This is an optimization exercise on Yosys and OpenROAD, whose aim is small area and a short achievable clock period, not a production implementation. In this exercise RTL edits were held to simulation tests only and were not proved equivalent to the original. Power figures rest on the tool's default switching activity, not on a simulated workload.

$ cat design/flow/design.v
package pipe_isa_pkg;
    localparam int xlen      = 64;   
    localparam int reg_idx_w = 5;    
    localparam int dw_offset = 3;    
    typedef logic [reg_idx_w-1:0] reg_idx_t;
    typedef enum logic [2:0] {
        ic_nop    = 3'd0,    
        ic_alu    = 3'd1,
        ic_load   = 3'd2,
        ic_store  = 3'd3,
        ic_branch = 3'd4
    } iclass_e;
    typedef enum logic [2:0] {
        alu_add = 3'd0,
        alu_sub = 3'd1,
        alu_and = 3'd2,
        alu_or  = 3'd3,
        alu_xor = 3'd4,
        alu_sll = 3'd5,
        alu_srl = 3'd6,
        alu_slt = 3'd7       
    } alu_op_e;
endpackage
package pipe_stage_pkg;
    localparam int xlen      = 64;
    localparam int reg_idx_w = 5;
    typedef struct packed {
        logic mem_read;
        logic mem_write;
        logic mem_to_reg;
        logic reg_write_en;
        logic branch;
    } stage_ctrl_t;
    typedef struct packed {
        stage_ctrl_t       ctrl;
        logic [2:0]        alu_op;      
        logic [xlen-1:0]   op_a;
        logic [xlen-1:0]   op_b;
        logic [xlen-1:0]   data;       
        logic [reg_idx_w-1:0] rd;
    } id_ex_t;
    typedef struct packed {
        stage_ctrl_t       ctrl;
        logic              z_flag;     
        logic [xlen-1:0]   alu_out;
        logic [xlen-1:0]   data;
        logic [reg_idx_w-1:0] rd;
    } ex_mem_t;
    typedef struct packed {
        logic              reg_write_en;
        logic [reg_idx_w-1:0] rd;
        logic [xlen-1:0]   value;
    } wb_t;
endpackage
module issue_stage
(
    input  logic            clk,
    input  logic            reset,
    input  pipe_isa_pkg::iclass_e         iclass,
    input  pipe_isa_pkg::alu_op_e         alu_op,
    input  logic [pipe_isa_pkg::xlen-1:0] op_a,
    input  logic [pipe_isa_pkg::xlen-1:0] op_b,
    input  logic [pipe_isa_pkg::xlen-1:0] store_data,
    input  pipe_isa_pkg::reg_idx_t        rd,
    output pipe_stage_pkg::id_ex_t          id_ex
);
    pipe_stage_pkg::stage_ctrl_t ctrl;       
    pipe_isa_pkg::alu_op_e     eff_op;     
    always_comb begin
        ctrl   = '0;
        eff_op = alu_op;
        case (iclass)
            pipe_isa_pkg::ic_alu: begin
                ctrl.reg_write_en = 1'b1;
            end
            pipe_isa_pkg::ic_load: begin
                ctrl.mem_read     = 1'b1;
                ctrl.mem_to_reg   = 1'b1;
                ctrl.reg_write_en = 1'b1;
                eff_op            = pipe_isa_pkg::alu_add;    
            end
            pipe_isa_pkg::ic_store: begin
                ctrl.mem_write = 1'b1;
                eff_op         = pipe_isa_pkg::alu_add;
            end
            pipe_isa_pkg::ic_branch: begin
                ctrl.branch = 1'b1;
                eff_op      = pipe_isa_pkg::alu_sub;          
            end
            default: begin
                ctrl = '0;                      
            end
        endcase
        if (rd == '0) begin
            ctrl.reg_write_en = 1'b0;           
        end
    end
    always_ff @(posedge clk or posedge reset) begin
        if (reset) begin
            id_ex <= '0;
        end else begin
            id_ex.ctrl   <= ctrl;
            id_ex.alu_op <= eff_op;
            id_ex.op_a   <= op_a;
            id_ex.op_b   <= op_b;
            id_ex.data   <= store_data;
            id_ex.rd     <= rd;
        end
    end
endmodule
module execute_stage
(
    input  pipe_stage_pkg::id_ex_t  id_ex,
    output pipe_stage_pkg::ex_mem_t ex_in
);
    localparam int shamt_w = $clog2(pipe_isa_pkg::xlen);
    logic [pipe_isa_pkg::xlen-1:0]    alu_res;
    logic [shamt_w-1:0] shamt;
    logic               lt;
    assign shamt = id_ex.op_b[shamt_w-1:0];
    assign lt    = $signed(id_ex.op_a) < $signed(id_ex.op_b);
    always_comb begin
        case (id_ex.alu_op)
            pipe_isa_pkg::alu_add: alu_res = id_ex.op_a + id_ex.op_b;
            pipe_isa_pkg::alu_sub: alu_res = id_ex.op_a - id_ex.op_b;
            pipe_isa_pkg::alu_and: alu_res = id_ex.op_a & id_ex.op_b;
            pipe_isa_pkg::alu_or:  alu_res = id_ex.op_a | id_ex.op_b;
            pipe_isa_pkg::alu_xor: alu_res = id_ex.op_a ^ id_ex.op_b;
            pipe_isa_pkg::alu_sll: alu_res = id_ex.op_a << shamt;
            pipe_isa_pkg::alu_srl: alu_res = id_ex.op_a >> shamt;     
            pipe_isa_pkg::alu_slt: alu_res = {{(pipe_isa_pkg::xlen-1){1'b0}}, lt};
            default: alu_res = '0;
        endcase
    end
    always_comb begin
        ex_in.ctrl    = id_ex.ctrl;
        ex_in.z_flag  = (alu_res == '0);     
        ex_in.alu_out = alu_res;
        ex_in.data    = id_ex.data;
        ex_in.rd      = id_ex.rd;
    end
endmodule
module ex_mem_reg
(
    input  logic    clk,
    input  logic    reset,
    input  pipe_stage_pkg::ex_mem_t ex_in,
    output pipe_stage_pkg::ex_mem_t ex_mem
);
    always_ff @(posedge clk or posedge reset) begin
        if (reset) begin
            ex_mem.ctrl    <= '0;     
            ex_mem.z_flag  <= 1'b0;
            ex_mem.alu_out <= '0;
            ex_mem.data    <= '0;
            ex_mem.rd      <= '0;
        end else begin
            ex_mem.ctrl.mem_read     <= ex_in.ctrl.mem_read;
            ex_mem.ctrl.mem_write    <= ex_in.ctrl.mem_write;
            ex_mem.ctrl.mem_to_reg   <= ex_in.ctrl.mem_to_reg;
            ex_mem.ctrl.reg_write_en <= ex_in.ctrl.reg_write_en;
            ex_mem.ctrl.branch       <= ex_in.ctrl.branch;
            ex_mem.z_flag            <= ex_in.z_flag;
            ex_mem.alu_out           <= ex_in.alu_out;     
            ex_mem.data              <= ex_in.data;
            ex_mem.rd                <= ex_in.rd;
        end
    end
endmodule
module mem_stage
#(
    parameter int dmem_depth = 16
)
(
    input  logic    clk,
    input  logic    reset,
    input  pipe_stage_pkg::ex_mem_t ex_mem,
    output pipe_stage_pkg::wb_t     wb,
    output logic    branch_taken
);
    localparam int addr_w = $clog2(dmem_depth);
    logic [pipe_isa_pkg::xlen-1:0]   dmem [dmem_depth];
    logic [addr_w-1:0] addr;           
    logic [pipe_isa_pkg::xlen-1:0]   load_value;
    logic [pipe_isa_pkg::xlen-1:0]   wb_value;
    logic              taken;
    assign addr = ex_mem.alu_out[pipe_isa_pkg::dw_offset +: addr_w];
    always_ff @(posedge clk) begin
        if (ex_mem.ctrl.mem_write) begin
            dmem[addr] <= ex_mem.data;
        end
    end
    assign load_value = ex_mem.ctrl.mem_read ? dmem[addr] : '0;     
    assign wb_value = ex_mem.ctrl.mem_to_reg ? load_value : ex_mem.alu_out;
    assign taken    = ex_mem.ctrl.branch & ex_mem.z_flag;     
    always_ff @(posedge clk or posedge reset) begin
        if (reset) begin
            wb           <= '0;
            branch_taken <= 1'b0;
        end else begin
            wb.reg_write_en <= ex_mem.ctrl.reg_write_en;
            wb.rd           <= ex_mem.rd;
            wb.value        <= wb_value;
            branch_taken    <= taken;
        end
    end
endmodule
module exec_pipe_top
#(
    parameter int dmem_depth = 16     
)
(
    input  logic            clk,
    input  logic            reset,
    input  pipe_isa_pkg::iclass_e         iclass,
    input  pipe_isa_pkg::alu_op_e         alu_op,
    input  logic [pipe_isa_pkg::xlen-1:0] op_a,
    input  logic [pipe_isa_pkg::xlen-1:0] op_b,
    input  logic [pipe_isa_pkg::xlen-1:0] store_data,
    input  pipe_isa_pkg::reg_idx_t        rd,
    output pipe_stage_pkg::wb_t             wb,
    output logic            branch_taken
);
    pipe_stage_pkg::id_ex_t  id_ex;      
    pipe_stage_pkg::ex_mem_t ex_in;      
    pipe_stage_pkg::ex_mem_t ex_mem;     
    issue_stage u_issue (
        .clk        (clk),
        .reset      (reset),
        .iclass     (iclass),
        .alu_op     (alu_op),
        .op_a       (op_a),
        .op_b       (op_b),
        .store_data (store_data),
        .rd         (rd),
        .id_ex      (id_ex)
    );
    execute_stage u_execute (
        .id_ex (id_ex),
        .ex_in (ex_in)
    );
    ex_mem_reg u_ex_mem (
        .clk    (clk),
        .reset  (reset),
        .ex_in  (ex_in),
        .ex_mem (ex_mem)
    );
    mem_stage #(
        .dmem_depth (dmem_depth)
    ) u_mem (
        .clk          (clk),
        .reset        (reset),
        .ex_mem       (ex_mem),
        .wb           (wb),
        .branch_taken (branch_taken)
    );
endmodule
$ cat design/flow/run.sh
#!/bin/bash
# synth_recipe.tcl (not shown) runs the flow's synth.tcl, then flattens the netlist and writes it again
# the make line also repeats each setting of config.mk as NAME=value (left out here)
make -C /OpenROAD-flow-scripts/flow DESIGN_CONFIG=/design/flow/config.mk WORK_HOME=/design/flow/orfs CLKGATE_MAP_FILE= SYNTH_SCRIPT=/design/flow/synth_recipe.tcl finish
$ cat design/flow/config.mk
export PLATFORM = sky130hd
export DESIGN_NAME = exec_pipe_top
export DESIGN_NICKNAME = exec_pipe_top
export VERILOG_FILES = /design/flow/design.v
export SDC_FILE = /design/flow/constraint.sdc
export NUM_CORES = 4
export LEC_CHECK = 0
export CAP_MARGIN = 30
export CORE_MARGIN = 2
export CORE_UTILIZATION = 35
export SETUP_SLACK_MARGIN = 0.2
export SLEW_MARGIN = 20
$ cat design/flow/constraint.sdc
create_clock -name core_clock -period 6.0 [get_ports {clk}]
set_input_delay 1.2000 -clock core_clock [delete_from_list [all_inputs] [get_ports {clk}]]
set_output_delay 1.2000 -clock core_clock [all_outputs]
set_load 0.01 [all_outputs]
==> results.tsv <==
stage	metric	value	unit
synth	top post-synthesis cells by area	edfxtp_1 43%, dfrtp_1 14%, mux4_2 14%	
status	status	finished clean	
clock_tree	CTS H-Tree Depth	4	
flow_run	Max Cap Viol	0	
floorplan	Die W	456	um
setup_path	worst reg2reg path depth	14	
placement	Placement Setup Slack	-0.123	ns
sta	Final TNS setup	0	ns
sta	Final Critical Period	5.77	ns
sta	Worst Hold Slack	0.338	ns
global_route	Congestion Overflow GR	0	
route	Final Routed Wirelength	293000	um
sta	Max Transition Viols Final	0	
finish	number of flip-flops in the largest register	1024	
power	sw power	7.87	mW
synth	Mapped Nets	5481	
sta	slew margin rel.	20.2	%
synth	post-synth cell types	96	
sta	Setup Skew	0.0805	ns
floorplan	CORE AREA	203000	um2
placement	gpl congestion	1.04	
synth	Synth Area in Compound Gates	10.3	%
synth	number of flops mapped to enable cells by yosys	1024	
synth	share of the synthesized area in the top cell type	43.0	%
route	met1 WL	118000	um
sta	# setup viols final	0	
finish	fill cell count	18600	
route	DR vias	51300	
placement	placed cell area	79700	um2
synth	share of the yosys chip area belonging to registers	57.4	%
global_route	vias in the first global route	49900	
finish	layout cell share with drive strength beyond 1	22.9	%
finish	Final Core Density	42.0	%
power	Clock power frac	36.7	%
finish	Area Growth Syn to Fin	19.0	%
min_path	worst hold path type	flip-flop to flip-flop	
synth	synthesized instance count	5081	
floorplan	Die Y	456	um
clock_tree	CTS root buffer	clkbuf_16	
setup_path	nature of the critical path endpoint	flip-flop	
clock_tree	Worst-Skew Late Latency	0.87	ns
synth	register bit total from synthesis	1437	
global_route	first-pass GRT wire length	405000	um
power	Reg power frac	42.3	%
global_route	Overall Global Routing Usage	27.6	%
synth	Main synth FF type	edfxtp_1	
route	DR WL/cell	35.1	um
synth	mux share of post-synthesis cell area	18.1	%
clock_tree	# hold bufs at CTS	0	
floorplan	Initial Util	35.3	%
sta	final worst-path cycle share	96.2	%
setup_path	Arr. time, crit path	6.52	ns
synth	XOR/XNOR Fraction of Synth Area	0.257	%
route	max layer used	met5	
clock_tree	clk sinks	1437	
global_route	largest net degree at the start of global routing	136	
power	Pint	19.3	mW
route	Final ANT Viol Nets	0	
synth	Ys Warns	4	
clock_tree	Clock Path Buffers	3	
setup_path	startpoint types	flip-flop	
route	DR iter-0 viols	6884	
synth	Mapped Avg Cell Area	14.1	um2
floorplan	total die area	208000	um2
setup_path	critical path type	flip-flop to flip-flop	
power	Cell Pwr Density	319	nW/um2
synth	largest family of logic cells by synthesized area	multiplexers	
finish	nets@finish	5933	
sta	RSZ-0062 raised after global routing	no	
route	met2 wire len	134000	um
floorplan	I/O Pins	276	
clock_tree	CTS clock-pin slew for the worst setup and hold paths	0.07	ns
sta	Final Hold Viols	0	
synth	Post-Synth Simple-Gate Area	7.20	%
clock_tree	number of buffers created by CTS	150	
clock_tree	CTS tree	done	
sta	fin worst setup slack	0.227	ns
finish	commonest cells after routing, fill and taps aside	1024 x edfxtp_1, 452 x mux4_2, 401 x dfrtp_1, 351 x buf_4, 285 x nand2_1	
sta	fmax	173	MHz
route	drt pass-1 iters	7	
power	Sw Ratio	29.0	%
placement	Buffers on Ports	275	
placement	dpl cells	8052	
power	Peak VDD IR	0.301	mV
global_route	initial antenna violation count	31	
route	routed wl met3	25400	um
synth	Synth area leader	edfxtp_1	
setup_path	Worst Path Required	6.75	ns
route	vias per cell	6.14	
finish	final cell count without fillers	8345	
synth	Post-Synth Adder-Cell Area	3.44	%
synth	post-synthesis async set-or-reset flop share	28.7	%
floorplan	row count	165	
power	Leakage	30.5	nW
placement	HPWL Detailed	208000	um
finish	commonest non-fill, non-tap cell in the layout	edfxtp_1	
clock_tree	# Post-CTS Setup Buffers	0	
setup_path	Max FO, Critical Path	124	
synth	Post-Syn Area	71600	um2
sta	Slew @ Worst Pin	1.20	ns
power	combinational share of power	21.0	%
power	Tot Pwr	27.1	mW
min_path	WHS Path Cells	0	
finish	Design Area, Final	85200	um2
route	DRC violations left	0	
## Yosys cell counts, types with 25 or more instances
library cell	instances
dfrtp_1	413
and3_1	26
o31ai_1	37
o221ai_1	30
o211ai_1	60
ha_1	193
or3_1	26
nand2_1	286
a221oi_1	26
nor2b_1	34
a21oi_1	229
nand2b_1	31
edfxtp_1	1024
o21ai_0	158
a22oi_1	72
clkbuf_1	240
o22ai_1	79
a211oi_1	71
inv_1	215
nand3_1	87
nor3_1	78
buf_1	59
o21bai_1	25
mux2i_1	138
mux4_2	452
nand4_1	45
a31oi_1	34
nor4_1	42
nor2_1	299
mux2_2	115
buf_2	42
## routing by layer
layer | GRT usage [%] | vias up
met3 | 6.18 | 555
met4 | 12.6 | 16
met5 | 0 | -
li1 | - | 21000
met2 | 42.9 | 2843
met1 | 36.8 | 26900
## power by group through the flow
| stage | Clock (mW) | Combinational [mW] | Sequential [mW] |
|---|---|---|---|
| after floorplan | 0 | 3.19 | 11.4 |
| after global placement | 0 | 5.60 | 11.7 |
| after detailed placement | 0 | 5.57 | 11.7 |
| after CTS | 10.2 | 5.60 | 11.5 |
| after global routing | 10.6 | 5.91 | 11.5 |
| final | 9.96 | 5.70 | 11.5 |
## critical path, cell delays in order, from the launching register on
cell      delay (ns)
dfrtp_4         0.44
buf_12          0.44
mux4_2          0.62
a222oi_1        0.55
buf_4           0.27
mux2i_1         0.19
a211oi_1        0.81
nand4_1         0.68
a211oi_1        0.41
o21ai_0         0.16
nand2_1         0.12
nand4b_1        0.09
nor4_1          0.17
nand4b_1        0.20
nor4b_2         0.27
## kinds of logic (layout without fill, tap and decap cells)
family                     count (synthesis)  in the layout
AOI/OAI and AO/OA                       1072           1072
muxes                                    710            710
buffers and inverters                    581           1162
DFF                                     1437           1437
adders and majority gates                196            196
xor gates and xnor gates                  21             21
other                                      0             11
and+or+nand+nor                         1064           1064
## worst paths after layout
path,end,start,slack [ns]
max in group asynchronous,u_issue.id_ex[104],reset,3.81
setup / recovery,u_ex_mem.ex_mem[133],u_issue.id_ex[72],0.23
min in group asynchronous,u_issue.id_ex[25],reset,0.84
hold reg to reg,u_ex_mem.ex_mem[42],u_issue.id_ex[42],0.34
setup reg to reg,u_ex_mem.ex_mem[133],u_issue.id_ex[72],0.23
hold / removal,u_ex_mem.ex_mem[42],u_issue.id_ex[42],0.34
## layout make-up
type / instances / area, um2 / area share, %
flip-flops and latches: 1437 / 41100 / 48.3
multi-input cells: 3063 / 28400 / 33.4
repair buffers: 663 / 6080 / 7.14
clock buffers: 202 / 4230 / 4.96
well taps: 2672 / 3340 / 3.92
clock inverters: 79 / 1140 / 1.34
inverters: 218 / 823 / 0.966
diodes: 11 / 27.5 / 0.0323
## timing repair
| action | in CTS | in global routing |
|---|---|---|
| cloned | 0 | 0 |
| resized for setup | 4 | 11 |
| endpoints found under the setup margin | 1 | 1 |

==> re-timing with driven ports <==
The flow's constraints put no driver on any port. The routed layout listed below was extracted and timed again, unchanged, in two steps.
Step 1: set_driving_cell puts a clkbuf_16 on clk and a buf_2 on each other input, an assumption about the parent block.
Step 2, shift: input delay + t, output delay - t, t = (earliest + latest rising clock arrival at the registers) / 2. This alone moves slack from input paths to output paths.
Three values: no drivers, after step 1, after step 2; two values: the first two.
t (ns): 0.925
setup WS [ns]: 0.227 / 0.227 / 0.227
worst setup path after step 2: register to register
slew at the worst register clock pin (ns): 0.09 / 0.09
cell pins on the clock port's net: 1
After both steps setup and hold are still met in this run. The setup slack of this run moves by 0.000 ns with the drivers and by 0.000 ns with both steps.
